This design comes from an exercise in tuning for small area and a short achievable clock period on the open sky130 flow, not from production work.
The RTL was checked by simulation tests, not by an equivalence proof against the original design.

`design/flow/design.v`:
```
module alu #(
   parameter int unsigned WIDTH = 32
) (
   input  logic             clk,
   input  logic             rst,
   input  logic [WIDTH-1:0] A,
   input  logic [WIDTH-1:0] B,
   input  logic [2:0]       Opcode,
   output logic [WIDTH-1:0] Result,
   output logic             Error
);
   typedef enum logic [2:0] {
      OP_ADD = 3'b000,
      OP_SUB = 3'b001,
      OP_MUL = 3'b010,
      OP_DIV = 3'b011,
      OP_AND = 3'b100,
      OP_OR  = 3'b101,
      OP_XOR = 3'b110,
      OP_NOT = 3'b111
   } op_e;
   localparam logic [WIDTH-1:0] MIN_INT = {1'b1, {(WIDTH-1){1'b0}}};
   logic [WIDTH-1:0]          sum;
   logic [WIDTH-1:0]          diff;
   logic signed [2*WIDTH-1:0] prod;
   logic [WIDTH:0]            prod_hi;
   logic [WIDTH-1:0]          res_d;
   logic                      err_d;
   assign sum     = A + B;
   assign diff    = A - B;
   assign prod    = (2*WIDTH)'($signed(A)) * (2*WIDTH)'($signed(B));
   assign prod_hi = prod[2*WIDTH-1:WIDTH-1];
   always_comb begin
      res_d = '0;
      err_d = 1'b0;
      case (Opcode)
         OP_ADD: begin
            res_d = sum;
            err_d = (A[WIDTH-1] == B[WIDTH-1]) && (sum[WIDTH-1] != A[WIDTH-1]);
         end
         OP_SUB: begin
            res_d = diff;
            err_d = (A[WIDTH-1] != B[WIDTH-1]) && (diff[WIDTH-1] != A[WIDTH-1]);
         end
         OP_MUL: begin
            res_d = prod[WIDTH-1:0];
            err_d = !((&prod_hi) || !(|prod_hi));
         end
         OP_DIV: begin
            if (B == '0) begin
               res_d = '0;
               err_d = 1'b1;
            end else if ((A == MIN_INT) && (B == '1)) begin
               res_d = MIN_INT;
               err_d = 1'b1;
            end else begin
               res_d = $signed(A) / $signed(B);
            end
         end
         OP_AND: res_d = A & B;
         OP_OR:  res_d = A | B;
         OP_XOR: res_d = A ^ B;
         OP_NOT: res_d = ~A;
         default: begin
            res_d = '0;
            err_d = 1'b1;
         end
      endcase
   end
   always_ff @(posedge clk) begin
      if (rst) begin
         Result <= '0;
         Error  <= 1'b0;
      end else begin
         Result <= res_d;
         Error  <= err_d;
      end
   end
endmodule
```
`design/flow/run.sh`:
```
#!/bin/bash
# synth_recipe.tcl (not shown) runs the flow's synth.tcl, then flattens the netlist and writes it again
# the make line also repeats each setting of config.mk as NAME=value (left out here)
make -C /OpenROAD-flow-scripts/flow DESIGN_CONFIG=/design/flow/config.mk WORK_HOME=/design/flow/orfs CLKGATE_MAP_FILE= SYNTH_SCRIPT=/design/flow/synth_recipe.tcl finish
```
`design/flow/config.mk`:
```
export PLATFORM = sky130hd
export DESIGN_NAME = alu
export DESIGN_NICKNAME = alu
export VERILOG_FILES = /design/flow/design.v
export SDC_FILE = /design/flow/constraint.sdc
export NUM_CORES = 4
export LEC_CHECK = 0
export CAP_MARGIN = 20
export CORE_MARGIN = 2
export CORE_UTILIZATION = 40
export SLEW_MARGIN = 20
```
`design/flow/constraint.sdc`:
```
create_clock -name core_clock -period 100.0 [get_ports {clk}]
set_input_delay 20.0000 -clock core_clock [delete_from_list [all_inputs] [get_ports {clk}]]
set_output_delay 20.0000 -clock core_clock [all_outputs]
set_load 0.01 [all_outputs]
```
==> results_tabular.tex, run 1 <==
\begin{tabular}{lr}
\hline
Metric & Value \\
\hline
\multicolumn{2}{l}{\textbf{Hold path}} \\
\quad Startpoint of the most critical hold path & Opcode[2] \\
\quad Count of cells along the worst hold path & 5 \\
\quad Hold WC Path Type & in -> reg \\
\quad Hold Path End & Result[31] \\
\multicolumn{2}{l}{\textbf{Worst setup path}} \\
\quad Max stage delay on crit path & a little over 0.8 ns \\
\quad Most frequent cell on the critical path & sky130\_fd\_sc\_hd\_\_ha\_1 \\
\quad Buffers \& Inverters on Critical Path & 40 \\
\quad Worst EP arrival & between 90 and 100 ns \\
\quad Critical-path cell with the highest stage delay & sky130\_fd\_sc\_hd\_\_clkdlybuf4s50\_1 \\
\quad Critical setup path kind & in -> reg \\
\quad Worst Path Required & between 100 and 150 ns \\
\quad Type of origin of the critical path & primary input \\
\quad Dominant delay contributor by cell family on the critical path & compound AO/OA/AOI/OAI gates \\
\quad CP max FO & 33 \\
\quad Critical path endpoint category & register \\
\multicolumn{2}{l}{\textbf{Yosys}} \\
\quad Post-Synthesis Cell Area & 72000 um2 \\
\quad Number of synthesized register bits & 33 \\
\quad Warning count from the yosys run & 1 \\
\quad Number of flops mapped to enable cells by yosys & 0 \\
\quad Post-synth net total & around 11000 \\
\quad Count of mapped cells out of synthesis & approximately 9300 \\
\quad Synth cell types & 119 \\
\quad Primary FF master, synth & sky130\_fd\_sc\_hd\_\_dfxtp\_1 \\
\quad Sequential share of the synthesized area & 0.917\% \\
\quad Proportion of register bits with asynchronous set or reset after synthesis & 0\% \\
\quad Mapped Avg Cell Area & between 7 and 8 um2 \\
\multicolumn{2}{l}{\textbf{STA}} \\
\quad Final number of max-transition violations & 0 \\
\quad Total negative setup slack & 0 ns \\
\quad Post-layout worst setup margin & roughly 3.7 ns \\
\quad Worst hold slack & 20.56 ns \\
\quad Period minus WS final & around 96 ns \\
\quad Fin crit share & a little under 100\% \\
\quad Actual transition at the worst max-transition pin & 1.20 ns \\
\quad Hold Violations, Final & 0 \\
\quad F\_max & 10.4 MHz \\
\quad Rel. slew slack & 19.4\% \\
\quad Final-report setup violation count & 0 \\
\multicolumn{2}{l}{\textbf{Routing}} \\
\quad Detailed-router iteration count before antenna repair & 7 \\
\quad Routed via count & 72100 \\
\quad Metal1 wirelength & between 100000 and 150000 um \\
\quad Number of nets still failing antenna checks after routing & 0 \\
\quad Via-to-Cell Ratio & 6.08 \\
\quad Wire length reported by the detailed router & roughly 340000 um \\
\quad Detailed-routed wire length on met3 & 31300 um \\
\quad DRC violation total after the first TritonRoute iteration & approximately 7000 \\
\quad Wirelength per Cell & roughly 29 um \\
\quad Total DRC errors in the routed layout & 0 \\
\quad Max Used Layer & met5 \\
\quad Met2 wire length & around 150000 um \\
\multicolumn{2}{l}{\textbf{Cells and area}} \\
\quad Area grow syn2layout & 9.99\% \\
\quad Total of fill cells in the finished design & 18200 \\
\quad Final cell area excluding filler cells & between 70000 and 80000 um2 \\
\quad Util after Layout & approximately 44\% \\
\quad Number of nets at the end of the flow & approximately 11000 \\
\quad Non-Filler Instances & 11800 \\
\quad Fraction of final layout cells with drive strength greater than 1 & 9.53\% \\
\multicolumn{2}{l}{\textbf{Place}} \\
\quad Final RePlAce weighted congestion & around 1.1 \\
\quad Port Buf Inserts & $\sim$100 \\
\quad Pre-CTS setup slack & -3.84 ns \\
\quad Placed cell count & $\sim$12000 \\
\quad Post-DP HPWL & $\sim$270000 um \\
\quad Instance area after placement & between 70000 and 80000 um2 \\
\multicolumn{2}{l}{\textbf{Floorplanning}} \\
\quad Initial core utilization & 40.3\% \\
\quad Area of the die & 183000 um2 \\
\quad Floorplan Core Area & 179000 um2 \\
\quad Site row count & roughly 160 \\
\quad Die Height & around 430 um \\
\quad Top Ports & around 100 \\
\quad Die width & approximately 430 um \\
\multicolumn{2}{l}{\textbf{Run status}} \\
\quad Result of the run & no timing/DRC/antenna violations \\
\multicolumn{2}{l}{\textbf{CTS}} \\
\quad Total clock sinks & 33 \\
\quad Hold buffer count at cts & 0 \\
\quad H-Tree Level Count & 2 \\
\quad Clock Pin Slew Worst Setup and Hold Paths & approximately 0.090 ns \\
\quad Clk Tree Root Cell & sky130\_fd\_sc\_hd\_\_clkbuf\_16 \\
\quad CTS tree & built \\
\quad Max Root-Sink Buffers & 2 \\
\quad Inserted Clock Buffers & 5 \\
\multicolumn{2}{l}{\textbf{GRT}} \\
\quad Global-route wire length before repair & slightly below 500000 um \\
\quad Pin count of the biggest net entering global routing & 55 \\
\quad Total track usage & approximately 36\% \\
\quad Number of antenna violations at the first check in global routing & 21 \\
\quad Overflow left after global routing & 0 \\
\quad Vias in the first global route & 72200 \\
\multicolumn{2}{l}{\textbf{Flow run}} \\
\quad Max Cap Viol & 0 \\
\hline
\end{tabular}
[flip-flops by register name, summed over array words and instances (netlist names)]
name,flops
Error,1
Result,32
[cells in the mapped netlist, types with 33 or more instances]
master | number | area share (%)
sky130_fd_sc_hd__inv_1 | 1345 | 7.0
sky130_fd_sc_hd__nor2_1 | 1183 | 6.2
sky130_fd_sc_hd__fa_1 | 1084 | 30
sky130_fd_sc_hd__nand2_1 | 893 | 4.7
sky130_fd_sc_hd__ha_1 | 812 | 14
sky130_fd_sc_hd__a21oi_1 | 469 | 3.3
sky130_fd_sc_hd__xnor2_1 | 339 | 4.1
sky130_fd_sc_hd__o21ai_0 | 313 | 2.2
sky130_fd_sc_hd__clkbuf_1 | 269 | 1.4
sky130_fd_sc_hd__nor3_1 | 228 | 1.6
sky130_fd_sc_hd__a21o_1 | 215 | 2.2
sky130_fd_sc_hd__o21a_1 | 168 | 1.8
sky130_fd_sc_hd__xor2_1 | 151 | 1.8
sky130_fd_sc_hd__nand3_1 | 143 | 0.99
sky130_fd_sc_hd__buf_1 | 102 | 0.53
sky130_fd_sc_hd__or3_1 | 95 | 0.83
sky130_fd_sc_hd__o31ai_1 | 87 | 0.91
sky130_fd_sc_hd__a31oi_1 | 83 | 0.72
sky130_fd_sc_hd__nor2b_1 | 81 | 0.70
sky130_fd_sc_hd__nand4_1 | 75 | 0.65
sky130_fd_sc_hd__a211oi_1 | 69 | 0.72
sky130_fd_sc_hd__nand2b_1 | 69 | 0.60
sky130_fd_sc_hd__mux2_2 | 64 | 1.0
sky130_fd_sc_hd__and3_1 | 63 | 0.55
sky130_fd_sc_hd__or2_2 | 49 | 0.43
sky130_fd_sc_hd__nor4_1 | 44 | 0.38
sky130_fd_sc_hd__o21bai_1 | 43 | 0.45
sky130_fd_sc_hd__o211ai_1 | 41 | 0.43
sky130_fd_sc_hd__and2_1 | 39 | 0.34
sky130_fd_sc_hd__mux2i_1 | 39 | 0.54
sky130_fd_sc_hd__o21ai_1 | 36 | 0.25
sky130_fd_sc_hd__o22ai_1 | 35 | 0.30
sky130_fd_sc_hd__dfxtp_1 | 33 | 0.92
[cell families after synthesis]
group	count (synthesis)	synth area share (%)
fa+ha+maj	1896	44.2
xor+xnor	490	5.96
flops	33	0.917
simple gates	3091	19.5
compound gates	1909	17.7
mux	125	2.22
buf+inv	1788	9.47
[worst min-delay path, delay by kind of cell]
kind                   cells  cell delay (ns)
and+or+nand+nor            2             0.35
AOI/OAI and AO/OA          2             0.25
buffers and inverters      1             0.22
[layout by cell type, fill, tap and decap left out, drive strengths merged, types with 43 or more instances in the layout]
master,n
inv,1354
nor2,1187
fa,1084
nand2,895
ha,812
a21oi,471
buf,463
o21ai,353
xnor2,339
nor3,236
a21o,215
o21a,168
xor2,151
nand3,147
or3,95
o31ai,89
a31oi,86
clkdlybuf4s50,85
nor2b,81
nand4,77
a211oi,74
nand2b,70
mux2,65
and3,63
or2,51
nor4,51
o21bai,43
[worst max-delay path by stage]
stage	startpoint	to	cells after the start
4_1_cts	A[17]	Result[17]	358
6_report	A[0]	Result[18]	350
5_1_grt	B[1]	Result[17]	371
3_3_place_gp	B[22]	Result[17]	348
3_5_place_dp	B[0]	Result[18]	345
2_1_floorplan	B[0]	Result[21]	371
[layer usage]
| layer | global-route usage [%] | up-vias |
|---|---|---|
| li1 | - | 31400 |
| met1 | 48.1 | 36100 |
| met2 | 56.0 | 3777 |
| met3 | 6.42 | 840 |
| met4 | 19.2 | 4 |
| met5 | 0 | - |
[what timing repair did]
action / 4_1_cts / 5_1_grt
setup endpoints to repair: 32 / 32
pin swaps: 3 / 38
gates resized for setup: 38 / 208
buffers inserted: 5 / 31
cloned: 0 / 1
[cell type report]
cell class	count	area [um2]	area share (%)
clock buffer	6	129	0.163
antenna	7	17.5	0.0221
inverter	1379	5180	6.53
tap	2355	2950	3.72
timing repair buffer	553	4480	5.66
clock inverter	2	10.0	0.0126
sequential	33	661	0.834
multi-input combinational	7511	65800	83.1
==> inputs of run 2 (changes only) <==
==> design/flow/design.v (replaced) <==
module alu #(
   parameter int unsigned WIDTH = 32
) (
   input  logic             clk,
   input  logic             rst,
   input  logic [WIDTH-1:0] A,
   input  logic [WIDTH-1:0] B,
   input  logic [2:0]       Opcode,
   output logic [WIDTH-1:0] Result,
   output logic             Error
);
   localparam int W = WIDTH;
   localparam int LW = 6;        
   localparam logic DIV_EN = 1'b1;
   logic is_div;
   assign is_div = DIV_EN && (Opcode == 3'b011);
   logic          sa, sb, neg;
   logic [W-1:0]  ma, mb;
   assign sa  = A[W-1];
   assign sb  = B[W-1];
   assign neg = sa ^ sb;
   assign ma  = sa ? (~A + 1'b1) : A;
   assign mb  = sb ? (~B + 1'b1) : B;
   logic [W-1:0]  x;
   assign x = is_div ? ~mb : ma;
   logic [W-1:0]  mb_hi_zero;
   always_comb begin
      mb_hi_zero[W-1] = 1'b1;
      for (int k = W - 2; k >= 0; k--)
         mb_hi_zero[k] = mb_hi_zero[k+1] & ~mb[k+1];
   end
   logic [W-1:0]  r   [W+1];    
   logic [W-1:0]  q;            
   assign r[0] = '0;
   for (genvar k = 0; k < W; k++) begin : g_row
      logic [k:0]   rin, s;
      logic         c, sel;
      if (k == 0) begin : g_first
         assign rin = is_div & ma[W-1];
      end else begin : g_rest
         assign rin = {r[k][k-1:0], is_div & ma[W-1-k]};
      end
      assign {c, s} = {1'b0, rin} + {1'b0, x[k:0]} + is_div;
      assign q[W-1-k] = c & mb_hi_zero[k];
      assign sel = is_div ? q[W-1-k] : mb[W-1-k];
      if (k == W - 1) begin : g_last
         assign r[k+1] = sel ? s : rin;
      end else begin : g_mid
         assign r[k+1] = {{(W-1-k){1'b0}}, sel ? s : rin};
      end
   end
   logic [W-1:0]  p;            
   assign p = r[W];
   logic          bz;
   logic [W-1:0]  v, md;
   assign bz = (B == '0);
   assign v  = is_div ? (q & {W{~bz}}) : p;
   assign md = neg ? (~v + 1'b1) : v;
   function automatic logic [LW-1:0] bitlen(input logic [W-1:0] val);
      bitlen = '0;
      for (int i = 0; i < W; i++)
         if (val[i]) bitlen = LW'(i + 1);
   endfunction
   logic [LW:0]   lsum;
   logic          p_min, mul_ovf, div_err;
   assign lsum    = bitlen(ma) + bitlen(mb);
   assign p_min   = p[W-1] & ~(|p[W-2:0]);
   assign mul_ovf = (lsum >= LW'(W + 2)) ||
                    ((lsum == LW'(W + 1)) && !(neg && p_min)) ||
                    ((lsum == LW'(W)) && p[W-1] && !(neg && p_min));
   assign div_err = bz | (q[W-1] & ~neg);
   logic          sub;
   logic [W-1:0]  bx, as;
   assign sub = Opcode[0];
   assign bx  = B ^ {W{sub}};
   assign as  = A + bx + sub;
   logic [W-1:0]  res_d;
   logic          err_d;
   always_comb begin
      res_d = '0;
      err_d = 1'b0;
      case (Opcode)
         3'b000, 3'b001: begin
            res_d = as;
            err_d = (A[W-1] == bx[W-1]) && (as[W-1] != A[W-1]);
         end
         3'b010: begin
            res_d = md;
            err_d = mul_ovf;
         end
         3'b011: begin
            if (DIV_EN) begin
               res_d = md;
               err_d = div_err;
            end else begin
               res_d = '0;
               err_d = 1'b1;
            end
         end
         3'b100: res_d = A & B;
         3'b101: res_d = A | B;
         3'b110: res_d = A ^ B;
         3'b111: res_d = ~A;
         default: begin
            res_d = '0;
            err_d = 1'b1;
         end
      endcase
   end
   always_ff @(posedge clk) begin
      if (rst) begin
         Result <= '0;
         Error  <= 1'b0;
      end else begin
         Result <= res_d;
         Error  <= err_d;
      end
   end
endmodule
--- a/design/flow/config.mk
+++ b/design/flow/config.mk
@@ -5,7 +5,9 @@
 export SDC_FILE = /design/flow/constraint.sdc
 export NUM_CORES = 4
 export LEC_CHECK = 0
+export ABC_AREA = 1
 export CAP_MARGIN = 20
 export CORE_MARGIN = 2
-export CORE_UTILIZATION = 40
+export CORE_UTILIZATION = 50
+export PLACE_DENSITY = 0.7
 export SLEW_MARGIN = 20
==> run 2 against run 1 <==
Critical path type unchanged. Critical path depth grew 171. Sequential share of layout area grew 0.69 points. Global-route usage shrank 1.9 points. Worst hold slack lost 0.24 ns. Still clean on timing, DRC and antenna. Non-clock buffer count shrank 302. Count of clock-buffer cells in the layout shrank 1. Wire length shrank 57%. First-iteration DRC count shrank 48%. Critical endpoint is now Result[30]. Area after synthesis shrank 45%. Largest cell class unchanged. Utilization grew 11 points. Via count shrank 38%. Die area shrank 56%.
==> results_tabular.tex, run 2 <==
\begin{tabular}{lr}
\hline
Metric & Value \\
\hline
\multicolumn{2}{l}{\textbf{GRT}} \\
\quad Vias in the first global route & 40600 (-44\%) \\
\quad Global-route wire length before repair & 224000 um (-55\%) \\
\quad Pin count of the biggest net entering global routing & 101 (+84\%) \\
\quad Total track usage & 34.3\% (-1.9 points) \\
\quad Overflow left after global routing & 0 (unchanged) \\
\quad Number of antenna violations at the first check in global routing & 5 (-76\%) \\
\multicolumn{2}{l}{\textbf{Floorplanning}} \\
\quad Die Height & 285 um (-33\%) \\
\quad Site row count & 103 (-34\%) \\
\quad Floorplan Core Area & 78600 um2 (-56\%) \\
\quad Area of the die & 81200 um2 (-56\%) \\
\quad Die width & 285 um (-33\%) \\
\quad Initial core utilization & 50.2\% (+9.9 points) \\
\quad Top Ports & 102 (unchanged) \\
\multicolumn{2}{l}{\textbf{CTS}} \\
\quad Clock Pin Slew Worst Setup and Hold Paths & 0.06 ns (-0.03 ns) \\
\quad Total clock sinks & 33 (unchanged) \\
\quad H-Tree Level Count & 2 (unchanged) \\
\quad Max Root-Sink Buffers & 2 (unchanged) \\
\quad CTS tree & built \\
\quad Inserted Clock Buffers & 5 (unchanged) \\
\quad Clk Tree Root Cell & sky130\_fd\_sc\_hd\_\_clkbuf\_16 \\
\quad Hold buffer count at cts & 0 (unchanged) \\
\multicolumn{2}{l}{\textbf{Yosys}} \\
\quad Cell types with the highest counts after synthesis & sky130\_fd\_sc\_hd\_\_nand2\_1, sky130\_fd\_sc\_hd\_\_inv\_1, sky130\_fd\_sc\_hd\_\_a21oi\_1 \\
\quad Top-area cell type share of the netlist area & 19.0\% (-11 points) \\
\quad Number of flops mapped to enable cells by yosys & 0 (unchanged) \\
\quad Warning count from the yosys run & 2 (+1) \\
\quad Number of synthesized register bits & 33 (unchanged) \\
\quad Top cells by area, synth & sky130\_fd\_sc\_hd\_\_ha\_1, sky130\_fd\_sc\_hd\_\_nand2\_1, sky130\_fd\_sc\_hd\_\_inv\_1 \\
\quad Proportion of register bits with asynchronous set or reset after synthesis & 0\% (unchanged) \\
\quad Most frequent cell after synthesis & sky130\_fd\_sc\_hd\_\_nand2\_1 \\
\quad Sequential share of the synthesized area & 1.67\% (+0.76 points) \\
\quad Post-synth net total & 7385 (-35\%) \\
\quad Count of mapped cells out of synthesis & 6653 (-29\%) \\
\quad Synth cell types & 74 (-38\%) \\
\quad Primary FF master, synth & sky130\_fd\_sc\_hd\_\_dfxtp\_1 \\
\quad Post-Synthesis Cell Area & 39500 um2 (-45\%) \\
\quad Largest area contributor in the synthesized netlist & sky130\_fd\_sc\_hd\_\_ha\_1 \\
\quad Mapped Avg Cell Area & 5.94 um2 (-23\%) \\
\multicolumn{2}{l}{\textbf{Worst setup path}} \\
\quad Buffers \& Inverters on Critical Path & 64 (+60\%) \\
\quad Worst Path Required & 100.19 ns (+0.04 ns) \\
\quad Critical setup path kind & in -> reg \\
\quad Type of origin of the critical path & primary input \\
\quad Max stage delay on crit path & 0.63 ns (-0.19 ns) \\
\quad Worst EP arrival & 93.41 ns (-3.01 ns) \\
\quad Most frequent cell on the critical path & sky130\_fd\_sc\_hd\_\_nand2\_1 \\
\quad Dominant delay contributor by cell family on the critical path & simple AND/OR/NAND/NOR gates \\
\quad Critical path endpoint category & register \\
\quad Critical-path cell with the highest stage delay & sky130\_fd\_sc\_hd\_\_clkdlybuf4s50\_1 \\
\quad CP max FO & 47 (+42\%) \\
\multicolumn{2}{l}{\textbf{Cells and area}} \\
\quad Number of nets at the end of the flow & 7510 (-34\%) \\
\quad Flip-flop count of the largest register, all copies and words added & 32 (unchanged) \\
\quad Fraction of final layout cells with drive strength greater than 1 & 10.0\% (+0.50 points) \\
\quad Most common cell after layout, fill and taps aside & sky130\_fd\_sc\_hd\_\_nand2\_1 \\
\quad Registers with the most flip-flops & Result: 32 flops, Error: 1 flops \\
\quad Most frequent cells in the layout & sky130\_fd\_sc\_hd\_\_nand2\_1, sky130\_fd\_sc\_hd\_\_inv\_1, sky130\_fd\_sc\_hd\_\_a21oi\_1 \\
\quad Area grow syn2layout & 10.1\% (about the same) \\
\quad Most flops, register & Result \\
\multicolumn{2}{l}{\textbf{STA}} \\
\quad Post-layout worst setup margin & 6.78 ns (+3.05 ns) \\
\quad Hold Violations, Final & 0 (unchanged) \\
\quad F\_max & 10.7 MHz (+3.3\%) \\
\quad Final number of max-transition violations & 0 (unchanged) \\
\quad Fin crit share & 93.2\% (-3.1 points) \\
\quad Final-report setup violation count & 0 (unchanged) \\
\quad Period minus WS final & 93.22 ns (-3.05 ns) \\
\quad Rel. slew slack & 33.8\% (+14 points) \\
\quad Actual transition at the worst max-transition pin & 0.985 ns (-0.215 ns) \\
\multicolumn{2}{l}{\textbf{Place}} \\
\quad Post-DP HPWL & 118000 um (-56\%) \\
\quad Port Buf Inserts & 101 (unchanged) \\
\quad Pre-CTS setup slack & 0.0689 ns (+3.91 ns) \\
\quad Final RePlAce weighted congestion & 1.07 (+1.6\%) \\
\multicolumn{2}{l}{\textbf{Routing}} \\
\quad Wire length reported by the detailed router & 147000 um (-57\%) \\
\quad Total DRC errors in the routed layout & 0 (unchanged) \\
\quad Detailed-router iteration count before antenna repair & 8 (+1) \\
\quad Wirelength per Cell & 18.7 um (-34\%) \\
\quad Routed via count & 44500 (-38\%) \\
\quad Number of nets still failing antenna checks after routing & 0 (unchanged) \\
\quad DRC violation total after the first TritonRoute iteration & 3716 (-48\%) \\
\quad Via-to-Cell Ratio & 5.68 (-6.6\%) \\
\multicolumn{2}{l}{\textbf{Hold path}} \\
\quad Hold WC Path Type & in -> reg \\
\multicolumn{2}{l}{\textbf{Run status}} \\
\quad Result of the run & no timing/DRC/antenna violations \\
\multicolumn{2}{l}{\textbf{Flow run}} \\
\quad Max Cap Viol & 0 (unchanged) \\
\hline
\end{tabular}
run 2: cell count changes after synthesis, moves of 99 or more:
cell	before	now
sky130_fd_sc_hd__fa_1	1084	64
sky130_fd_sc_hd__nand2_1	893	1740
sky130_fd_sc_hd__nor2_1	1183	403
sky130_fd_sc_hd__inv_1	1345	880
sky130_fd_sc_hd__nand3_1	143	472
sky130_fd_sc_hd__clkbuf_1	269	40
sky130_fd_sc_hd__ha_1	812	599
sky130_fd_sc_hd__xnor2_1	339	140
sky130_fd_sc_hd__xor2_1	151	340
sky130_fd_sc_hd__a21o_1	215	30
sky130_fd_sc_hd__nor3_1	228	47
sky130_fd_sc_hd__a21oi_1	469	626
sky130_fd_sc_hd__o21a_1	168	12
sky130_fd_sc_hd__buf_1	102	3
run 2: cell families after synthesis:
group / Yosys count / synth area share [%]
and+or+nand+nor: 3090 / 34.9
AOI/OAI and AO/OA: 1331 / 19.3
buffers and inverters: 1055 / 11.2
adders and majority gates: 663 / 22.2
xor gates and xnor gates: 481 / 10.7
DFF: 33 / 1.67
run 2: metal layers:
layer	vias to the layer above	track usage (%)	share of wire [%]
met5	-	0	0.028
li1	22300	-	-
met2	1678	57.1	45
met1	20100	44.6	43
met4	6	13.8	5.1
met3	378	4.39	7.6
run 2: metrics by stage:
step | utilization (%) | TNS [ns] | area [um2] | cells | hold slack (ns)
3_5_place_dp | 53.0 | 0 | 41600 | 7740 | 20.74
3_3_place_gp | 53.0 | 0 | 41600 | 7740 | 20.74
4_1_cts | 53.2 | 0 | 41800 | 7748 | 20.55
2_1_floorplan | - | 0 | 39500 | 6653 | 20.20
5_1_grt | 55.3 | -1.93 | 43500 | 7829 | 20.35
6_report | 55.3 | 0 | 43500 | 7830 | 20.32
run 2: what timing repair did:
action	in CTS	in global routing
buffers inserted	0	73
setup endpoints to repair	0	33
gates resized for setup	0	263
run 2: layout make-up:
cell class              instances  area [um2]
repair buffers                251        2350
clock buffers                   5         125
repair inverters                3        20.0
flip-flops and latches         33         661
multi-input cells            5568       35400
well taps                    1050        1310
clock inverters                 3        46.3
inverters                     916        3510
fillers                      8178       35100
diodes                          1        2.50
run 2: final timing paths:
| kind | cells after the start | endpoint | startpoint |
|---|---|---|---|
| max | 521 | Result[30] | B[19] |
| min | 5 | Result[0] | A[0] |
==> inputs of run 3 (changes only) <==
--- a/design/flow/config.mk
+++ b/design/flow/config.mk
@@ -8,6 +8,6 @@
 export ABC_AREA = 1
 export CAP_MARGIN = 20
 export CORE_MARGIN = 2
-export CORE_UTILIZATION = 50
-export PLACE_DENSITY = 0.7
+export CORE_UTILIZATION = 60
+export PLACE_DENSITY = 0.8
 export SLEW_MARGIN = 20
==> run 3 against run 2 <==
Still clean. Count of clock-buffer cells in the layout stayed put. Global-route usage is 8.0 points higher. First-iteration DRC count is 21% higher. Area after synthesis stayed put. Maximum frequency is 0.84% lower. Flip-flop and latch count stayed put. Cell count is 2.1% lower. Non-clock buffer count is 21 higher. Worst setup slack worse by 0.79 ns. Via count is 2.6% higher. Critical path type unchanged. Largest cell class unchanged.
==> results_tabular.tex, run 3 <==
\begin{tabular}{lr}
\hline
Metric & Value \\
\hline
\multicolumn{2}{l}{\textbf{Cells and area}} \\
\quad Util after Layout & 66.0\% (+11 points) \\
\quad Area of combinational cells with multiple inputs & 35400 um2 (about the same) \\
\quad Most common cell after layout, fill and taps aside & sky130\_fd\_sc\_hd\_\_nand2\_1 \\
\quad Number of nets at the end of the flow & 7534 (+0.32\%) \\
\quad Sequential cell area in the final layout & 661 um2 (unchanged) \\
\quad Total of fill cells in the finished design & 6323 (-23\%) \\
\quad Area grow syn2layout & 9.53\% \\
\quad Most frequent cells in the layout & sky130\_fd\_sc\_hd\_\_nand2\_1, sky130\_fd\_sc\_hd\_\_inv\_1, sky130\_fd\_sc\_hd\_\_a21oi\_1 \\
\quad Most flops, register & Result \\
\quad Registers with the most flip-flops & Result: 32 flops, Error: 1 flops \\
\quad Fraction of final layout cells with drive strength greater than 1 & 10.1\% (+0.038 points) \\
\quad Flip-flop count of the largest register, all copies and words added & 32 (unchanged) \\
\multicolumn{2}{l}{\textbf{STA}} \\
\quad Final number of max-transition violations & 0 (unchanged) \\
\quad Post-layout worst setup margin & 5.99 ns (-0.793 ns) \\
\quad Worst hold slack & 20.30 ns (-0.0224 ns) \\
\quad F\_max & 10.6 MHz (-0.84\%) \\
\quad Hold Violations, Final & 0 (unchanged) \\
\quad Rel. slew slack & 22.4\% (-11 points) \\
\quad Fin crit share & 94.0\% (+0.79 points) \\
\quad Period minus WS final & 94.01 ns (+0.793 ns) \\
\quad Final-report setup violation count & 0 (unchanged) \\
\quad Actual transition at the worst max-transition pin & 1.16 ns (+0.177 ns) \\
\multicolumn{2}{l}{\textbf{Worst setup path}} \\
\quad Worst Path Required & 100.19 ns (about the same) \\
\quad Most frequent cell on the critical path & sky130\_fd\_sc\_hd\_\_nand2\_1 \\
\quad Worst EP arrival & 94.20 ns (+0.79 ns) \\
\quad Critical setup path kind & in -> reg \\
\quad Type of origin of the critical path & primary input \\
\quad Max stage delay on crit path & 0.49 ns (-0.14 ns) \\
\quad CP max FO & 36 (-23\%) \\
\quad Critical path endpoint category & register \\
\quad Critical-path cell with the highest stage delay & sky130\_fd\_sc\_hd\_\_clkdlybuf4s50\_1 \\
\multicolumn{2}{l}{\textbf{CTS}} \\
\quad Inserted Clock Buffers & 5 (unchanged) \\
\quad H-Tree Level Count & 2 (unchanged) \\
\quad Hold buffer count at cts & 0 (unchanged) \\
\quad Clock Pin Slew Worst Setup and Hold Paths & 0.06 ns (about the same) \\
\quad Max Root-Sink Buffers & 2 (unchanged) \\
\quad CTS tree & built \\
\quad Clk Tree Root Cell & sky130\_fd\_sc\_hd\_\_clkbuf\_16 \\
\quad Total clock sinks & 33 (unchanged) \\
\multicolumn{2}{l}{\textbf{Floorplanning}} \\
\quad Initial core utilization & 60.3\% (+10 points) \\
\quad Floorplan Core Area & 65500 um2 (-17\%) \\
\quad Area of the die & 67900 um2 (-16\%) \\
\quad Die width & 261 um (-8.6\%) \\
\quad Top Ports & 102 (unchanged) \\
\quad Die Height & 261 um (-8.6\%) \\
\quad Site row count & 94 (-8.7\%) \\
\multicolumn{2}{l}{\textbf{GRT}} \\
\quad Global routing usage on met1 & 52.5\% (+7.8 points) \\
\quad Pin count of the biggest net entering global routing & 101 (unchanged) \\
\quad Global-route wire length before repair & 226000 um (+1.2\%) \\
\quad Met2 Usage GRT & 68.8\% (+12 points) \\
\quad Most Used Layer, Global Route & met2 \\
\quad Number of antenna violations at the first check in global routing & 3 (-2) \\
\quad Overflow left after global routing & 0 (unchanged) \\
\quad Vias in the first global route & 41000 (+0.87\%) \\
\quad Routing usage on met3 & 6.65\% (+2.3 points) \\
\quad Total track usage & 42.2\% (+8.0 points) \\
\multicolumn{2}{l}{\textbf{Place}} \\
\quad Port Buf Inserts & 101 (unchanged) \\
\quad Post-DP HPWL & 122000 um (+3.4\%) \\
\quad Final RePlAce weighted congestion & 1.07 (about the same) \\
\quad Pre-CTS setup slack & -0.753 ns (-0.822 ns) \\
\multicolumn{2}{l}{\textbf{Routing}} \\
\quad Via-to-Cell Ratio & 5.95 (+4.7\%) \\
\quad Number of nets still failing antenna checks after routing & 0 (unchanged) \\
\quad Routed via count & 45600 (+2.6\%) \\
\quad Wire length reported by the detailed router & 153000 um (+4.1\%) \\
\quad DRC violation total after the first TritonRoute iteration & 4502 (+21\%) \\
\quad Total DRC errors in the routed layout & 0 (unchanged) \\
\quad Detailed-router iteration count before antenna repair & 7 (-1) \\
\quad Wirelength per Cell & 19.9 um (+6.3\%) \\
\multicolumn{2}{l}{\textbf{Yosys}} \\
\quad Number of synthesized register bits & 33 (unchanged) \\
\quad Post-Synthesis Cell Area & 39500 um2 (unchanged) \\
\quad Warning count from the yosys run & 2 (unchanged) \\
\quad Primary FF master, synth & sky130\_fd\_sc\_hd\_\_dfxtp\_1 \\
\quad Most frequent cell after synthesis & sky130\_fd\_sc\_hd\_\_nand2\_1 \\
\quad Number of flops mapped to enable cells by yosys & 0 (unchanged) \\
\quad Synth cell types & 74 (unchanged) \\
\quad Cell types with the highest counts after synthesis & sky130\_fd\_sc\_hd\_\_nand2\_1, sky130\_fd\_sc\_hd\_\_inv\_1, sky130\_fd\_sc\_hd\_\_a21oi\_1 \\
\quad Post-synth net total & 7385 (unchanged) \\
\quad Count of mapped cells out of synthesis & 6653 (unchanged) \\
\quad Top cells by area, synth & sky130\_fd\_sc\_hd\_\_ha\_1, sky130\_fd\_sc\_hd\_\_nand2\_1, sky130\_fd\_sc\_hd\_\_inv\_1 \\
\quad Mapped Avg Cell Area & 5.94 um2 (unchanged) \\
\quad Proportion of register bits with asynchronous set or reset after synthesis & 0\% (unchanged) \\
\quad Top-area cell type share of the netlist area & 19.0\% (unchanged) \\
\quad Largest area contributor in the synthesized netlist & sky130\_fd\_sc\_hd\_\_ha\_1 \\
\quad Sequential share of the synthesized area & 1.67\% (unchanged) \\
\multicolumn{2}{l}{\textbf{Hold path}} \\
\quad Hold WC Path Type & in -> reg \\
\multicolumn{2}{l}{\textbf{Run status}} \\
\quad Result of the run & no timing/DRC/antenna violations \\
\multicolumn{2}{l}{\textbf{Flow run}} \\
\quad Max Cap Viol & 0 (unchanged) \\
\hline
\end{tabular}
==> run 3: worst max-delay path, delay by kind of cell <==
kind	cells	cell delay, ns
and+or+nand+nor	246	28.59
AOI/OAI and AO/OA	178	26.97
adders and majority gates	32	11.27
buffers and inverters	62	6.09
xor gates and xnor gates	8	1.08
==> run 3: timing repair <==
action | 4_1_cts | 5_1_grt
pin swaps | 0 | 40
resized for setup | 7 | 218
setup endpoints to repair | 15 | 33
gates cloned | 0 | 9
setup buffers | 6 | 90
==> run 3: final timing paths <==
path / to / from / slack, ns / cells past startpoint
max: Error / A[1] / 5.99 / 526
min: Result[0] / A[0] / 20.30 / 5
==> run 3: logic make-up (layout without fill, tap and decap cells) <==
| group | after synthesis | in the layout | share of synthesized area (%) |
|---|---|---|---|
| adders and majority gates | 663 | 663 | 22.2 |
| and+or+nand+nor | 3090 | 3095 | 34.9 |
| DFF | 33 | 33 | 1.67 |
| AOI/OAI and AO/OA | 1331 | 1335 | 19.3 |
| buffers and inverters | 1055 | 1196 | 11.2 |
| other | 0 | 1 | 0 |
| xor gates and xnor gates | 481 | 481 | 10.7 |
==> run 3: per-stage QoR <==
| step | TNS, ns | std cells | cell area [um2] |
|---|---|---|---|
| floorplan | 0 | 6653 | 39500 |
| global placement | 0 | 7553 | 41400 |
| detailed placement | -5.18 | 7553 | 41400 |
| CTS | 0 | 7567 | 41600 |
| global route | -5.59 | 7667 | 43200 |
| finish | 0 | 7668 | 43300 |
==> run 3: layer usage <==
metal,vias up,share of wire [%]
li1,22300,-
met1,20600,40
met2,2056,43
met3,583,9.2
met4,4,7.7
met5,-,0.018
==> run 3: area by class of cell <==
class,count,share of cell area (%)
multi-input cells,5574,81.9
inverters,916,8.12
repair buffers,272,5.52
well taps,864,2.50
flip-flops and latches,33,1.53
clock buffers,5,0.289
clock inverters,3,0.107
diodes,1,0.00579
==> inputs of run 4 (changes only) <==
--- a/design/flow/config.mk
+++ b/design/flow/config.mk
@@ -8,6 +8,5 @@
 export ABC_AREA = 1
 export CAP_MARGIN = 20
 export CORE_MARGIN = 2
-export CORE_UTILIZATION = 60
-export PLACE_DENSITY = 0.8
+export CORE_UTILIZATION = 40
 export SLEW_MARGIN = 20
==> run 4 against run 3 <==
Count of clock-buffer cells in the layout stayed put. Worst hold slack better by 0.079 ns. Synthesized cell count did not move. Worst setup slack improved by 0.43 ns. Still clean on timing, DRC and antenna. Cell count grew 5.5%. Critical path type unchanged. Highest routed layer unchanged.
==> results_tabular.tex, run 4 <==
\begin{tabular}{lr}
\hline
Metric & Value \\
\hline
\multicolumn{2}{l}{\textbf{Yosys}} \\
\quad Primary FF master, synth & sky130\_fd\_sc\_hd\_\_dfxtp\_1 \\
\quad Warning count from the yosys run & 2 (unchanged) \\
\quad Count of mapped cells out of synthesis & 6653 (unchanged) \\
\quad Post-synth net total & 7385 (unchanged) \\
\quad Number of synthesized register bits & 33 (unchanged) \\
\quad Most frequent cell after synthesis & sky130\_fd\_sc\_hd\_\_nand2\_1 \\
\quad Largest area contributor in the synthesized netlist & sky130\_fd\_sc\_hd\_\_ha\_1 \\
\quad Proportion of register bits with asynchronous set or reset after synthesis & 0\% (unchanged) \\
\quad Top-area cell type share of the netlist area & 19.0\% (unchanged) \\
\quad Top cells by area, synth & sky130\_fd\_sc\_hd\_\_ha\_1, sky130\_fd\_sc\_hd\_\_nand2\_1, sky130\_fd\_sc\_hd\_\_inv\_1 \\
\quad Mapped Avg Cell Area & 5.94 um2 (unchanged) \\
\quad Post-Synthesis Cell Area & 39500 um2 (unchanged) \\
\quad Number of flops mapped to enable cells by yosys & 0 (unchanged) \\
\quad Synth cell types & 74 (unchanged) \\
\quad Cell types with the highest counts after synthesis & sky130\_fd\_sc\_hd\_\_nand2\_1, sky130\_fd\_sc\_hd\_\_inv\_1, sky130\_fd\_sc\_hd\_\_a21oi\_1 \\
\quad Sequential share of the synthesized area & 1.67\% (unchanged) \\
\multicolumn{2}{l}{\textbf{Worst setup path}} \\
\quad Type of origin of the critical path & primary input \\
\quad Critical setup path kind & in -> reg \\
\quad Dominant delay contributor by cell family on the critical path & compound AO/OA/AOI/OAI gates \\
\quad Critical path endpoint category & register \\
\quad Most frequent cell on the critical path & sky130\_fd\_sc\_hd\_\_nand2\_1 \\
\quad Buffers \& Inverters on Critical Path & 61 (-1.6\%) \\
\quad Max stage delay on crit path & 0.49 ns (about the same) \\
\quad Worst Path Required & 100.20 ns (about the same) \\
\quad Worst EP arrival & 93.78 ns (-0.42 ns) \\
\quad CP max FO & 47 (+31\%) \\
\quad Critical-path cell with the highest stage delay & sky130\_fd\_sc\_hd\_\_a31oi\_2 \\
\multicolumn{2}{l}{\textbf{STA}} \\
\quad Actual transition at the worst max-transition pin & 1.14 ns (-0.0220 ns) \\
\quad Final number of max-transition violations & 0 (unchanged) \\
\quad Period minus WS final & 93.58 ns (-0.428 ns) \\
\quad Worst hold slack & 20.37 ns (+0.0792 ns) \\
\quad Hold Violations, Final & 0 (unchanged) \\
\quad Fin crit share & 93.6\% (-0.43 points) \\
\quad Final-report setup violation count & 0 (unchanged) \\
\quad Rel. slew slack & 23.3\% (+0.85 points) \\
\quad F\_max & 10.7 MHz (+0.46\%) \\
\quad Post-layout worst setup margin & 6.42 ns (+0.428 ns) \\
\quad Total negative setup slack & 0 ns (unchanged) \\
\multicolumn{2}{l}{\textbf{Routing}} \\
\quad Wire length reported by the detailed router & 149000 um (-2.1\%) \\
\quad Via-to-Cell Ratio & 5.42 (-8.9\%) \\
\quad DRC violation total after the first TritonRoute iteration & 3030 (-33\%) \\
\quad Routed via count & 43900 (-3.9\%) \\
\quad Wirelength per Cell & 18.5 um (-7.2\%) \\
\quad Total DRC errors in the routed layout & 0 (unchanged) \\
\quad Number of nets still failing antenna checks after routing & 0 (unchanged) \\
\quad Detailed-router iteration count before antenna repair & 6 (-1) \\
\multicolumn{2}{l}{\textbf{Hold path}} \\
\quad Count of cells along the worst hold path & 4 (-1) \\
\quad Hold Path End & Result[2] \\
\quad Hold WC Path Type & in -> reg \\
\quad Startpoint of the most critical hold path & A[2] \\
\multicolumn{2}{l}{\textbf{Cells and area}} \\
\quad Flip-flop count of the largest register, all copies and words added & 32 (unchanged) \\
\quad Area grow syn2layout & 11.2\% \\
\quad Number of nets at the end of the flow & 7533 (-0.013\%) \\
\quad Registers with the most flip-flops & Result: 32 flops, Error: 1 flops \\
\quad Final cell area excluding filler cells & 43900 um2 (+1.5\%) \\
\quad Non-Filler Instances & 8091 (+5.5\%) \\
\quad Fraction of final layout cells with drive strength greater than 1 & 10.1\% (+0.060 points) \\
\quad Total of fill cells in the finished design & 10700 (+70\%) \\
\quad Most flops, register & Result \\
\quad Most common cell after layout, fill and taps aside & sky130\_fd\_sc\_hd\_\_nand2\_1 \\
\quad Most frequent cells in the layout & sky130\_fd\_sc\_hd\_\_nand2\_1, sky130\_fd\_sc\_hd\_\_inv\_1, sky130\_fd\_sc\_hd\_\_a21oi\_1 \\
\quad Util after Layout & 44.7\% (-21 points) \\
\multicolumn{2}{l}{\textbf{Place}} \\
\quad Pre-CTS setup slack & -0.520 ns (+0.233 ns) \\
\quad Instance area after placement & 41900 um2 (+1.3\%) \\
\quad Port Buf Inserts & 101 (unchanged) \\
\quad Post-DP HPWL & 121000 um (-0.51\%) \\
\quad Final RePlAce weighted congestion & 1.05 (-1.6\%) \\
\quad Placed cell count & 7973 (+5.6\%) \\
\multicolumn{2}{l}{\textbf{CTS}} \\
\quad Inserted Clock Buffers & 5 (unchanged) \\
\quad Total clock sinks & 33 (unchanged) \\
\quad CTS tree & built \\
\quad Max Root-Sink Buffers & 2 (unchanged) \\
\quad Clk Tree Root Cell & sky130\_fd\_sc\_hd\_\_clkbuf\_16 \\
\quad H-Tree Level Count & 2 (unchanged) \\
\quad Clock Pin Slew Worst Setup and Hold Paths & 0.06 ns (about the same) \\
\quad Hold buffer count at cts & 0 (unchanged) \\
\multicolumn{2}{l}{\textbf{Run status}} \\
\quad Result of the run & no timing/DRC/antenna violations \\
\multicolumn{2}{l}{\textbf{Floorplanning}} \\
\quad Site row count & 115 (+22\%) \\
\quad Die width & 318 um (+22\%) \\
\quad Top Ports & 102 (unchanged) \\
\quad Initial core utilization & 40.2\% (-20 points) \\
\quad Die Height & 318 um (+22\%) \\
\quad Area of the die & 101000 um2 (+49\%) \\
\quad Floorplan Core Area & 98100 um2 (+50\%) \\
\multicolumn{2}{l}{\textbf{GRT}} \\
\quad Global-route wire length before repair & 228000 um (+0.71\%) \\
\quad Pin count of the biggest net entering global routing & 70 (-31\%) \\
\quad Number of antenna violations at the first check in global routing & 5 (+2) \\
\quad Total track usage & 28.0\% (-14 points) \\
\quad Vias in the first global route & 40800 (-0.54\%) \\
\quad Overflow left after global routing & 0 (unchanged) \\
\multicolumn{2}{l}{\textbf{Flow run}} \\
\quad Max Cap Viol & 0 (unchanged) \\
\hline
\end{tabular}
## run 4: cell counts after synthesis
Identical to the previous run, type by type.
## run 4: metal layers
layer / vias to the layer above / track usage [%] / wire length, um
li1: 22300 / - / -
met1: 19900 / 36.6 / 65900
met2: 1320 / 46.9 / 67500
met3: 292 / 4.27 / 10400
met4: 6 / 8.89 / 5620
met5: - / 0 / 37
## run 4: logic make-up after synthesis
kind of cell	share of synthesized area, %
xor+xnor	10.7
simple gates	34.9
compound gates	19.3
buf+inv	11.2
flops	1.67
fa+ha+maj	22.2
## run 4: tightest hold or removal path: cells and delay by family
kind | cells | cell delay, ns
AOI/OAI and AO/OA | 3 | 0.41
buffers and inverters | 1 | 0.21
## run 4: what timing repair did
action,in CTS,in global routing
setup buffers,2,94
resized for setup,5,221
pin swaps,0,43
cloned,0,11
hold endpoints to repair,0,0
setup endpoints to repair,9,33
## run 4: how the worst max path moves through the flow
| stage | from | end | slack, ns | cells past startpoint |
|---|---|---|---|---|
| after floorplan | Opcode[0] | Result[31] | 9.48 | 516 |
| after global routing | B[0] | Result[31] | -0.40 | 534 |
| after CTS | A[0] | Result[30] | 0.11 | 517 |
| after detailed placement | A[0] | Result[30] | -0.52 | 503 |
| final | B[0] | Result[31] | 6.42 | 521 |
| after global placement | A[0] | Result[30] | 0.93 | 505 |
## run 4: area by class of cell
cell class              instances  area (um2)  area share, %
diodes                          2        5.00         0.0114
inverters                     916        3530           8.04
clock inverters                 3        46.3          0.105
flip-flops and latches         33         661           1.50
clock buffers                   5         125          0.285
well taps                    1287        1610           3.67
repair inverters                1        5.00         0.0114
repair buffers                275        2530           5.75
multi-input cells            5569       35400           80.6
==> inputs of run 5 (changes only) <==
==> design/flow/design.v (replaced) <==
module alu #(
   parameter int unsigned WIDTH = 32
) (
   input  logic             clk,
   input  logic             rst,
   input  logic [WIDTH-1:0] A,
   input  logic [WIDTH-1:0] B,
   input  logic [2:0]       Opcode,
   output logic [WIDTH-1:0] Result,
   output logic             Error
);
   localparam int W = WIDTH;
   localparam logic DIV_EN = 1'b1;
   logic is_as, is_mul, is_div, sub;
   assign is_as  = (Opcode[2:1] == 2'b00);
   assign is_mul = (Opcode == 3'b010);
   assign is_div = DIV_EN && (Opcode == 3'b011);
   assign sub    = Opcode[0];
   logic          sa, sb, neg;
   logic [W-1:0]  ma, mb;
   assign sa  = A[W-1];
   assign sb  = B[W-1];
   assign neg = sa ^ sb;
   assign ma  = sa ? (~A + 1'b1) : A;
   assign mb  = sb ? (~B + 1'b1) : B;
   logic [W-1:0]  x, din;
   logic          cin;
   always_comb begin
      if (is_div)      x = ~mb;
      else if (is_mul) x = ma;
      else             x = B ^ {W{sub}};
   end
   assign cin = is_div | (is_as & sub);
   assign din = is_div ? ma : (is_as ? A : '0);
   logic [W-1:0]  hz, anz;
   always_comb begin
      hz[W-1]  = 1'b1;
      anz[W-1] = 1'b0;
      for (int k = W - 2; k >= 0; k--) begin
         hz[k]  = hz[k+1] & ~mb[k+1];
         anz[k] = anz[k+1] | ma[k+1];
      end
   end
   logic [W-1:0]  r [W+1];      
   logic [W-1:0]  q;            
   logic [W-1:0]  lost;         
   assign r[0] = '0;
   for (genvar k = 0; k < W; k++) begin : g_row
      logic [k:0]   rin, s;
      logic         c, sel;
      if (k == 0) begin : g_first
         assign rin = din[W-1];
      end else begin : g_rest
         assign rin = {r[k][k-1:0], din[W-1-k]};
      end
      assign {c, s} = {1'b0, rin} + {1'b0, x[k:0]} + cin;
      assign q[W-1-k] = c & hz[k];
      always_comb begin
         if (is_div)      sel = q[W-1-k];
         else if (is_mul) sel = mb[W-1-k];
         else             sel = is_as && (k == W - 1);
      end
      assign lost[k] = mb[W-1-k] & (c | anz[k]);
      if (k == W - 1) begin : g_last
         assign r[k+1] = sel ? s : rin;
      end else begin : g_mid
         assign r[k+1] = {{(W-1-k){1'b0}}, sel ? s : rin};
      end
   end
   logic [W-1:0]  p;
   assign p = r[W];
   logic          bz;
   logic [W-1:0]  v, md;
   assign bz = (B == '0);
   assign v  = is_div ? (q & {W{~bz}}) : p;
   assign md = neg ? (~v + 1'b1) : v;
   logic          p_min, mul_ovf, div_err, as_ovf;
   assign p_min   = p[W-1] & ~(|p[W-2:0]);
   assign mul_ovf = (|lost) | (p[W-1] & ~(neg & p_min));
   assign div_err = bz | (q[W-1] & ~neg);
   assign as_ovf  = (A[W-1] == x[W-1]) && (p[W-1] != A[W-1]);
   logic [W-1:0]  res_d;
   logic          err_d;
   always_comb begin
      res_d = '0;
      err_d = 1'b0;
      case (Opcode)
         3'b000, 3'b001: begin
            res_d = p;
            err_d = as_ovf;
         end
         3'b010: begin
            res_d = md;
            err_d = mul_ovf;
         end
         3'b011: begin
            if (DIV_EN) begin
               res_d = md;
               err_d = div_err;
            end else begin
               res_d = '0;
               err_d = 1'b1;
            end
         end
         3'b100: res_d = A & B;
         3'b101: res_d = A | B;
         3'b110: res_d = A ^ B;
         3'b111: res_d = ~A;
         default: begin
            res_d = '0;
            err_d = 1'b1;
         end
      endcase
   end
   always_ff @(posedge clk) begin
      if (rst) begin
         Result <= '0;
         Error  <= 1'b0;
      end else begin
         Result <= res_d;
         Error  <= err_d;
      end
   end
endmodule
==> run 5 against run 4 <==
Worst setup slack worse by 9.1 ns. Maximum frequency is 8.8% lower. Cell area is 40% higher. Via count is 15% higher. Largest cell class unchanged. Area after synthesis is 7.5% lower. First-iteration DRC count is 32% higher. Worst hold slack better by 0.0014 ns. Count of clock-buffer cells in the layout is 2 higher. Utilization is 23 points higher. The layout now fails its checks (negative setup slack). Synthesized cell count is 7.8% lower.
==> results_tabular.tex, run 5 <==
\begin{tabular}{lr}
\hline
Metric & Value \\
\hline
\multicolumn{2}{l}{\textbf{Run status}} \\
\quad Result of the run & failed layout checks \\
\quad Causes of the layout check failure & negative setup slack \\
\multicolumn{2}{l}{\textbf{Worst setup path}} \\
\quad Critical path depth in cells & 710 (+36\%) \\
\quad Max stage delay on crit path & 0.37 ns (-0.12 ns) \\
\quad Critical path endpoint category & register \\
\quad CP max FO & 8 (-83\%) \\
\quad Worst Path Required & 100.22 ns (+0.02 ns) \\
\quad Beginning of the critical path & B[3] \\
\quad Most frequent cell on the critical path & sky130\_fd\_sc\_hd\_\_nand2\_2 \\
\quad Critical setup path kind & in -> reg \\
\quad Type of origin of the critical path & primary input \\
\quad Capture point of the critical path & Result[31] \\
\quad Worst EP arrival & 102.85 ns (+9.07 ns) \\
\quad Critical-path cell with the highest stage delay & sky130\_fd\_sc\_hd\_\_fa\_2 \\
\quad Dominant delay contributor by cell family on the critical path & compound AO/OA/AOI/OAI gates \\
\quad Buffers \& Inverters on Critical Path & 91 (+49\%) \\
\multicolumn{2}{l}{\textbf{Yosys}} \\
\quad Number of flops mapped to enable cells by yosys & 0 (unchanged) \\
\quad Largest area contributor in the synthesized netlist & sky130\_fd\_sc\_hd\_\_ha\_1 \\
\quad Most frequent cell after synthesis & sky130\_fd\_sc\_hd\_\_nand2\_1 \\
\quad Proportion of register bits with asynchronous set or reset after synthesis & 0\% (unchanged) \\
\quad Sequential share of the synthesized area & 1.81\% (+0.14 points) \\
\quad Cell types with the highest counts after synthesis & sky130\_fd\_sc\_hd\_\_nand2\_1, sky130\_fd\_sc\_hd\_\_inv\_1, sky130\_fd\_sc\_hd\_\_ha\_1 \\
\quad Number of synthesized register bits & 33 (unchanged) \\
\quad Count of mapped cells out of synthesis & 6133 (-7.8\%) \\
\quad Warning count from the yosys run & 2 (unchanged) \\
\quad Post-synth net total & 6827 (-7.6\%) \\
\quad Synth cell types & 67 (-9.5\%) \\
\quad Primary FF master, synth & sky130\_fd\_sc\_hd\_\_dfxtp\_1 \\
\quad Post-Synthesis Cell Area & 36500 um2 (-7.5\%) \\
\quad Mapped Avg Cell Area & 5.96 um2 (+0.34\%) \\
\quad Top-area cell type share of the netlist area & 19.3\% (+0.27 points) \\
\quad Top cells by area, synth & sky130\_fd\_sc\_hd\_\_ha\_1, sky130\_fd\_sc\_hd\_\_nand2\_1, sky130\_fd\_sc\_hd\_\_inv\_1 \\
\multicolumn{2}{l}{\textbf{Place}} \\
\quad Port Buf Inserts & 101 (unchanged) \\
\quad Instance area after placement & 54500 um2 (+30\%) \\
\quad Final RePlAce weighted congestion & 1.04 (-1.4\%) \\
\quad Post-DP HPWL & 132000 um (+9.3\%) \\
\multicolumn{2}{l}{\textbf{CTS}} \\
\quad Total clock sinks & 33 (unchanged) \\
\quad Hold buffer count at cts & 0 (unchanged) \\
\quad Clock Pin Slew Worst Setup and Hold Paths & 0.06 ns (about the same) \\
\quad Clk Tree Root Cell & sky130\_fd\_sc\_hd\_\_clkbuf\_16 \\
\quad Max Root-Sink Buffers & 2 (unchanged) \\
\quad Inserted Clock Buffers & 5 (unchanged) \\
\quad H-Tree Level Count & 2 (unchanged) \\
\quad CTS tree & built \\
\multicolumn{2}{l}{\textbf{GRT}} \\
\quad Pin count of the biggest net entering global routing & 53 (-24\%) \\
\quad Number of antenna violations at the first check in global routing & 4 (-1) \\
\quad Vias in the first global route & 47300 (+16\%) \\
\quad Overflow left after global routing & 0 (unchanged) \\
\quad Global-route wire length before repair & 253000 um (+11\%) \\
\quad Total track usage & 34.0\% (+6.0 points) \\
\multicolumn{2}{l}{\textbf{Cells and area}} \\
\quad Area grow syn2layout & 68.3\% \\
\quad Most frequent cells in the layout & sky130\_fd\_sc\_hd\_\_buf\_4, sky130\_fd\_sc\_hd\_\_nand2\_1, sky130\_fd\_sc\_hd\_\_inv\_1 \\
\quad Registers with the most flip-flops & Result: 32 flops, Error: 1 flops \\
\quad Diode count & 0 (-2) \\
\quad Sequential cell area in the final layout & 661 um2 (unchanged) \\
\quad Number of nets at the end of the flow & 9252 (+23\%) \\
\quad Most flops, register & Result \\
\quad Final cell area excluding filler cells & 61500 um2 (+40\%) \\
\quad Total of fill cells in the finished design & 7749 (-28\%) \\
\quad Fraction of final layout cells with drive strength greater than 1 & 42.6\% (+33 points) \\
\quad Flip-flop count of the largest register, all copies and words added & 32 (unchanged) \\
\quad Area of combinational cells with multiple inputs & 35700 um2 (+0.98\%) \\
\quad Most common cell after layout, fill and taps aside & sky130\_fd\_sc\_hd\_\_buf\_4 \\
\multicolumn{2}{l}{\textbf{STA}} \\
\quad Final-report setup violation count & 33 (+33) \\
\quad Fin crit share & 103\% (+9.1 points) \\
\quad Post-layout worst setup margin & -2.63 ns (-9.05 ns) \\
\quad Final number of max-transition violations & 0 (unchanged) \\
\quad Period minus WS final & 102.63 ns (+9.05 ns) \\
\quad Setup repair after global routing missed its margin & true \\
\quad Worst hold slack & 20.38 ns (+0.00140 ns) \\
\quad Rel. slew slack & 21.6\% (-1.7 points) \\
\quad F\_max & 9.74 MHz (-8.8\%) \\
\quad Total negative setup slack & -55.03 ns (-55.03 ns) \\
\quad Hold Violations, Final & 0 (unchanged) \\
\quad Actual transition at the worst max-transition pin & 1.17 ns (+0.0332 ns) \\
\multicolumn{2}{l}{\textbf{Routing}} \\
\quad Via-to-Cell Ratio & 5.20 (-4.2\%) \\
\quad DRC violation total after the first TritonRoute iteration & 3994 (+32\%) \\
\quad Routed via count & 50600 (+15\%) \\
\quad Total DRC errors in the routed layout & 0 (unchanged) \\
\quad Wirelength per Cell & 17.9 um (-3.2\%) \\
\quad Number of nets still failing antenna checks after routing & 0 (unchanged) \\
\quad Detailed-router iteration count before antenna repair & 9 (+3) \\
\quad Wire length reported by the detailed router & 174000 um (+17\%) \\
\multicolumn{2}{l}{\textbf{Floorplanning}} \\
\quad Area of the die & 93700 um2 (-7.4\%) \\
\quad Site row count & 110 (-4.3\%) \\
\quad Floorplan Core Area & 90300 um2 (-8.0\%) \\
\quad Die width & 306 um (-3.8\%) \\
\quad Top Ports & 102 (unchanged) \\
\quad Initial core utilization & 40.5\% (+0.21 points) \\
\quad Die Height & 306 um (-3.8\%) \\
\multicolumn{2}{l}{\textbf{Hold path}} \\
\quad Hold Path End & Result[0] \\
\quad Startpoint of the most critical hold path & A[0] \\
\quad Count of cells along the worst hold path & 5 (+1) \\
\quad Hold WC Path Type & in -> reg \\
\multicolumn{2}{l}{\textbf{Flow run}} \\
\quad Max Cap Viol & 0 (unchanged) \\
\hline
\end{tabular}
-- run 5: cell types whose count changed after synthesis, moves of 18 or more --
cell and delta:
sky130_fd_sc_hd__nand2_1 -177, sky130_fd_sc_hd__nand3_1 -145, sky130_fd_sc_hd__a21oi_1 -82, sky130_fd_sc_hd__nor2_1 -58, sky130_fd_sc_hd__o21ai_2 +51, sky130_fd_sc_hd__xor2_1 -47
sky130_fd_sc_hd__o21ai_1 +39, sky130_fd_sc_hd__ha_1 -37, sky130_fd_sc_hd__o21bai_1 +28, sky130_fd_sc_hd__o21ai_0 -23, sky130_fd_sc_hd__buf_4 +20, sky130_fd_sc_hd__inv_1 +19
sky130_fd_sc_hd__nand3b_1 -18
-- run 5: final cells by class --
type                       count  share of cell area [%]
tap                         1176                    2.39
multi-input combinational   5017                    58.1
inverter                     932                    5.80
sequential                    33                    1.07
timing repair buffer        2569                    32.3
clock buffer                   7                   0.248
clock inverter                 1                 0.00814
-- run 5: what timing repair did --
action / 4_1_cts / 5_1_grt
cloned: 0 / 8
pin swaps: 192 / 616
endpoints found under the setup margin: 33 / 33
buffers inserted: 126 / 209
gates resized for setup: 249 / 829
-- run 5: metal layers --
metal | up-vias | routed length [um] | track usage, %
li1 | 25100 | - | -
met1 | 23300 | 71800 | 42.9
met2 | 1703 | 79100 | 57.3
met3 | 497 | 13200 | 5.10
met4 | 2 | 10000 | 14.4
met5 | - | 12 | 0
-- run 5: kinds of logic after synthesis --
logic type | count (synthesis) | share of synthesized area, %
and+or+nand+nor | 2630 | 31.6
xor gates and xnor gates | 428 | 10.3
adders and majority gates | 625 | 22.7
AOI/OAI and AO/OA | 1332 | 21.5
buffers and inverters | 1085 | 12.1
DFF | 33 | 1.81
-- run 5: stage by stage --
stage	std cells	setup WS (ns)	util, %
6_report	9735	-2.63	68.1
5_1_grt	9735	-8.92	68.1
4_1_cts	9518	-3.79	62.6
3_5_place_dp	9385	-7.50	60.4
3_3_place_gp	9385	-4.64	60.4
2_1_floorplan	6133	0.0467	-

## afterwards: timing with drivers on the ports
Ports are ideal in the flow. The routed layouts listed here were re-timed in OpenROAD. Step 1 assumes that a clkbuf_16 drives the clock port and a buf_2 every other input. Step 2 adds t to the input delays and takes it off the output delays; t is the mean of the earliest and latest rising clock arrival at the registers after step 1. Input paths then give back, and output paths get back, about the clock's delay inside the block. Slacks: ideal ports / drivers / drivers and shift; pairs: ideal ports / drivers.
run | t (ns) | setup WS [ns] | cell pins on the clock port's net
run 1 | 0.358 | 3.730 / 3.687 / 3.328 | 1
run 2 | 0.331 | 6.784 / 6.794 / 6.463 | 1
run 3 | 0.335 | 5.992 / 6.015 / 5.680 | 1
run 4 | 0.329 | 6.419 / 6.430 / 6.102 | 1
run 5 | 0.331 | -2.632 / -2.636 / -2.967 | 1
The setup slack of run 1, which loses most, moves by -0.043 ns with the drivers and by -0.402 ns with both steps.
